Source: an optimization exercise on an open RTL-to-GDS flow (aim: small area, a short achievable clock period and few clock cycles per item). Production flows keep margins and buffers that such runs may drop.
At most, simulation tests tie the RTL to the original design; equivalence was not proved.
Power and IR drop assume default switching activity.

## alu_cluster
module alu_cluster (
  input  logic          clk,
  input  logic          rst,
  input  logic          in_valid,
  output logic          in_ready,
  input  logic [145:0]  in_req,
  output logic          out_valid,
  input  logic          out_ready,
  output logic [72:0]   out_rsp
);
==> flow/config.mk <==
export PLATFORM = sky130hd
export DESIGN_NAME = alu_cluster
export DESIGN_NICKNAME = alu_cluster
export VERILOG_FILES = /design/flow/design.v
export SDC_FILE = /design/flow/constraint.sdc
export NUM_CORES = 4
export LEC_CHECK = 0
export ABC_AREA = 1
export CAP_MARGIN = 30
export CORE_MARGIN = 2
export CORE_UTILIZATION = 40
export PLACE_DENSITY = 0.6
export SETUP_SLACK_MARGIN = 2.0
export SLEW_MARGIN = 20
==> flow/constraint.sdc <==
create_clock -name core_clock -period 6.0 [get_ports {clk}]
set_input_delay 1.2000 -clock core_clock [delete_from_list [all_inputs] [get_ports {clk}]]
set_output_delay 1.2000 -clock core_clock [all_outputs]
set_load 0.01 [all_outputs]
standard.sh (not shown) runs the stock make flow with config.mk's settings and CLKGATE_MAP_FILE= SYNTH_SCRIPT=/design/flow/synth_recipe.tcl, a recipe that flattens the netlist after the stock synthesis.
==> flow/flow/run.sh <==
#!/bin/bash
# The standard layout, with plain buf_1 cells as the port buffers (the resizer
# upsizes them where timing needs it).
set -euo pipefail
export BUFFER_PORTS_ARGS="-buffer_cell sky130_fd_sc_hd__buf_1"
export RECOVER_POWER=100
bash standard.sh > standard.log 2>&1
The starting point completed, yet does not pass: max-capacitance violations, max-slew violations.
Testbench counts at the start, summed over its fixed seeds: cycles 27,441, items 24,000.
==> next run, changes <==
==> flow/run.sh (new file) <==
#!/bin/bash
# synth_recipe.tcl (not shown) runs the flow's synth.tcl, then flattens the netlist and writes it again
# the make line also repeats each setting of config.mk as NAME=value (left out here)
make -C /OpenROAD-flow-scripts/flow DESIGN_CONFIG=/design/flow/config.mk WORK_HOME=/design/flow/orfs CLKGATE_MAP_FILE= SYNTH_SCRIPT=/design/flow/synth_recipe.tcl finish
--- a/flow/config.mk
+++ b/flow/config.mk
@@ -11,4 +11,4 @@
 export CORE_UTILIZATION = 40
 export PLACE_DENSITY = 0.6
-export SETUP_SLACK_MARGIN = 2.0
+export SETUP_SLACK_MARGIN = 2.5
 export SLEW_MARGIN = 20
removed: flow/flow/run.sh
removed: flow/standard.sh
Result:
- The changed run went through all stages and came out clean
- design area rises by 23%
- first-iteration DRC count goes up by about 7%
- area after synthesis does not change
- power is higher by 18%
- wire length climbs by about 9%
- hold slack degrades by 0.13 ns
- clock power increases by about 11%
- clock skew goes up by 0.0064 ns
- count of clock-buffer cells in the layout is higher by 1
- die area is unchanged
==> next run, changes <==
--- a/flow/config.mk
+++ b/flow/config.mk
@@ -6,9 +6,8 @@
 export NUM_CORES = 4
 export LEC_CHECK = 0
-export ABC_AREA = 1
 export CAP_MARGIN = 30
 export CORE_MARGIN = 2
 export CORE_UTILIZATION = 40
 export PLACE_DENSITY = 0.6
-export SETUP_SLACK_MARGIN = 2.5
+export SETUP_SLACK_MARGIN = 2.0
 export SLEW_MARGIN = 20
=> The changed run went through all stages and came out clean. Via count drops by 24%. Core utilization climbs by 1.9 points. Global-route usage drops by 2.2 points. Clock skew drops by 0.0096 ns. Setup slack is worse by 0.57 ns.
==> next run, changes <==
==> flow/flow/run.sh (new file) <==
#!/bin/bash
set -euo pipefail
export BUFFER_PORTS_ARGS="-buffer_cell sky130_fd_sc_hd__buf_1"

rm -rf scripts_abc
cp -r "$FLOW_HOME/scripts" scripts_abc
cp flow/abc_area.script scripts_abc/abc_area.script
SCRIPTS_DIR="$PWD/scripts_abc" bash standard.sh synth > synth.log 2>&1
bash standard.sh > standard.log 2>&1
==> flow/flow/abc_area.script (new file) <==
strash
dch
map -a
topo
stime -c
buffer -c
upsize -c
dnsize -c
==> flow/standard.sh (new file) <==
#!/bin/bash
# synth_recipe.tcl (not shown) runs the flow's synth.tcl, then flattens the netlist and writes it again
# the make line also repeats each setting of config.mk as NAME=value (left out here)
make -C /OpenROAD-flow-scripts/flow DESIGN_CONFIG=/design/flow/config.mk WORK_HOME=/design/flow/orfs CLKGATE_MAP_FILE= SYNTH_SCRIPT=/design/flow/synth_recipe.tcl "${@:-finish}"
--- a/flow/config.mk
+++ b/flow/config.mk
@@ -6,4 +6,5 @@
 export NUM_CORES = 4
 export LEC_CHECK = 0
+export ABC_AREA = 1
 export CAP_MARGIN = 30
 export CORE_MARGIN = 2
removed: flow/run.sh
Result: The new run passed the timing, design-rule and antenna checks; cell area went down by 18%; wire length went down by 7.6%; clock skew went up by 0.0089 ns; via count went up by 4.6%; core utilization went down by 9.4 points; critical path depth went up by 10; flip-flop and latch count is unchanged; worst setup slack gets worse by 0.30 ns; first-iteration DRC count went down by 2.9%; clock-buffer cell count went down by 1.

========
== JK ==
Another version of the RTL of alu_cluster (not shown whole).
Size in the first run: ~2500 cells after synthesis, about 230 I/O pins, ~15000 um^2 of cells after synthesis.
Settings: LEC_CHECK=0, ABC_AREA=1, CAP_MARGIN=30, CORE_MARGIN=2, CORE_UTILIZATION=40, PLACE_DENSITY=0.6, SETUP_SLACK_MARGIN=2.0, SLEW_MARGIN=20; clock period 6.0 ns.
==> flow/flow/run.sh <==
#!/bin/bash
# The standard layout, with plain buf_1 cells as the port buffers (the resizer
# upsizes them where timing needs it).
set -euo pipefail
export BUFFER_PORTS_ARGS="-buffer_cell sky130_fd_sc_hd__buf_1"

bash standard.sh > standard.log 2>&1
#### Input delta (MS over JK)
--- a/flow/flow/run.sh
+++ b/flow/flow/run.sh
@@ -5,3 +5,3 @@
 export BUFFER_PORTS_ARGS="-buffer_cell sky130_fd_sc_hd__buf_1"
-
+export ADDER_MAP_FILE=
 bash standard.sh > standard.log 2>&1
==> comparison <==
The worst path required time reported for MS is greater than that of JK by 50 ps.
Diff JK..MS | residual overflow from global routing | unchanged
Final-layout clock-cell area share essentially unchanged between MS and JK.
JK reports its highest-delay cell along the critical path as fa_2 while MS reports o2111ai_1.
From JK to MS the numbers moved as follows: number of tap cells inserted fell by 13, number of buffers and inverters on the critical path fell by 4.
No functional check of the RTL was part of any run of this note.

========
Setup of run 1:
Another version of the RTL of alu_cluster (not shown whole).
Size in the first run: about 74 flip-flops, about 14,000 um^2 of cells after synthesis.
==> flow/config.mk <==
export PLATFORM = sky130hd
export DESIGN_NAME = alu_cluster
export DESIGN_NICKNAME = alu_cluster
export VERILOG_FILES = /design/flow/design.v
export SDC_FILE = /design/flow/constraint.sdc
export NUM_CORES = 4
export LEC_CHECK = 0
export ABC_AREA = 1
export CAP_MARGIN = 30
export CORE_MARGIN = 2
export CORE_UTILIZATION = 40
export PLACE_DENSITY = 0.6
export SETUP_SLACK_MARGIN = 2.0
export SLEW_MARGIN = 20
export TNS_END_PERCENT = 30
==> flow/constraint.sdc <==
create_clock -name core_clock -period 6.0 [get_ports {clk}]
set_input_delay 1.2000 -clock core_clock [delete_from_list [all_inputs] [get_ports {clk}]]
set_output_delay 1.2000 -clock core_clock [all_outputs]
set_load 0.01 [all_outputs]
==> flow/flow/run.sh <==
#!/bin/bash
# The standard layout, with plain buf_1 cells as the port buffers (the resizer
# upsizes them where timing needs it).
set -euo pipefail
export BUFFER_PORTS_ARGS="-buffer_cell sky130_fd_sc_hd__buf_1"
export ADDER_MAP_FILE=
bash standard.sh > standard.log 2>&1
The final layout from run 1, which completed every stage, passed the timing, design-rule and antenna checks at the end of the flow.
Testbench counts of run 1, summed over its fixed seeds: cycles 27,441, items 24,000.
### run 1 -> run 2
Settings: TNS_END_PERCENT: 30 -> unset.
==> flow/flow/run.sh <==
#!/bin/bash
set -euo pipefail
export BUFFER_PORTS_ARGS="-buffer_cell sky130_fd_sc_hd__buf_1"
export ADDER_MAP_FILE=
export SKIP_GATE_CLONING=1
rm -rf scripts_abc
cp -r "$FLOW_HOME/scripts" scripts_abc
cp flow/abc_area.script scripts_abc/abc_area.script
SCRIPTS_DIR="$PWD/scripts_abc" bash standard.sh synth > synth.log 2>&1
bash standard.sh > standard.log 2>&1
==> flow/flow/abc_area.script (new file) <==
strash
dch
map -B 0.9
topo
stime -c
Findings:
In run 2, worst path arrival time is higher than in run 1. Summary of run 2 over run 1: depth of the worst hold-timing path went up by 1, area added between synthesis and finish went up by 9.4 points, synthesized cell count went down by 5.6%, multi-input logic area went down by 56 um^2, cell area was more or less identical. Compared to run 1, run 2 has leakage power 10% lower. As of run 2, area after synthesis had fallen by a little under 10% compared to run 1. Sequential-to-total area share from yosys stat: run 2 > run 1. As of run 2, routability congestion estimate had fallen slightly compared to run 1. Sort run 2 and run 1 by first-pass GRT wire length desc -> top: run 1. For run 2, the critical path endpoint was rsp_q[24], unlike run 1, where it was rsp_q[33].
Relative to run 2, the following input files were edited for run 3:
Settings: a change of SETUP_SLACK_MARGIN from 2.0 to 1.75.
==> flow/flow/run.sh <==
#!/bin/bash
# The standard layout, with plain buf_1 cells as the port buffers (the resizer
# upsizes them where timing needs it).
set -euo pipefail
export BUFFER_PORTS_ARGS="-buffer_cell sky130_fd_sc_hd__buf_1"
export ADDER_MAP_FILE=
export SKIP_GATE_CLONING=1
bash standard.sh > standard.log 2>&1
removed: flow/flow/abc_area.script
Results
As far as count of input and output buffers goes, run 3 and run 2 are indistinguishable; the numbers are identical.
Cmp run 2 and run 3 / switching power share of the total / lower: run 3
Run 3: summed instance area of the synthesized netlist is about 8% higher than what run 2 reported.
The standby leakage power reported for run 3 is greater than that of run 2 by 8.6%.
Compare run 2 and run 3 | number of buffers outside the clock class in the layout higher: run 2
Setup changes, run 3 to run 4
Settings: a change of SETUP_SLACK_MARGIN from 1.75 to 2.0; a change of PLACE_DENSITY from 0.6 to 0.65; a change of CORE_UTILIZATION from 40 to 50.
Run 4 vs. run 3: count of cells resized by post-cts repair saw an increase; filler cell count in the final layout saw a decrease; combinational power saw an increase; proportion of total power due to net switching saw an increase. Hold slack on run 4 is up relative to run 3. Between run 3 and run 4, the final-layout non-clock buffer area share is lower for run 3.
Setup changes, run 4 to run 5
Settings: changing CORE_UTILIZATION from 50 to 40; changing PLACE_DENSITY from 0.65 to 0.6.
Cmp run 4 and run 5 / fmax / higher: run 5
Lower combined area of the multi-input logic cells among run 4 and run 5: run 5
Comparing the two runs side by side, run 5 comes out ahead of run 4 on time the worst path needs with I/O delays and setup.
Share of post-route cells with drive strength above 1 (higher): run 4

==> separate check: timing with driven ports <==
In the flow no input, the clock included, has a driving cell. The finished layouts below were timed again as built, in two steps. Step 1: set_driving_cell puts a clkbuf_16 on clk and a buf_2 on each other input, an assumption about the parent block. Step 2 times the ports against the registers' clock, not the clock port: input delays grow and output delays shrink by t, the midpoint of the rising clock arrivals with the driver on. Slacks: ideal ports / drivers / drivers and shift; pairs: ideal ports / drivers.
run	t, ns	setup WS [ns]	hold WS [ns]
the first run of note 1	0.416	1.028 / 1.020 / 0.603	0.974 / 0.943 / 1.360
the second run of note 1	0.430	1.972 / 1.964 / 1.533	0.848 / 0.848 / 0.848
the third run of note 1	0.388	1.407 / 1.418 / 1.030	0.789 / 0.789 / 0.789
the fourth run of note 1	0.431	1.102 / 1.110 / 0.678	0.825 / 0.825 / 0.825
JK	0.390	1.428 / 1.436 / 1.047	0.844 / 0.844 / 0.844
MS	0.402	1.995 / 2.021 / 1.619	0.845 / 0.845 / 0.845
run 1	0.396	1.985 / 2.007 / 1.611	0.742 / 0.742 / 0.742
run 2	0.437	1.929 / 1.891 / 1.488	0.856 / 0.856 / 0.856
run 3	0.410	1.811 / 1.836 / 1.426	0.549 / 0.549 / 0.549
run 4	0.393	1.981 / 2.008 / 1.615	0.966 / 0.966 / 0.966
run 5	0.399	2.044 / 2.045 / 1.646	0.740 / 0.740 / 0.740
For run 2, which loses most, drivers alone change the setup slack by -0.038 ns; drivers and shift together by -0.441 ns.
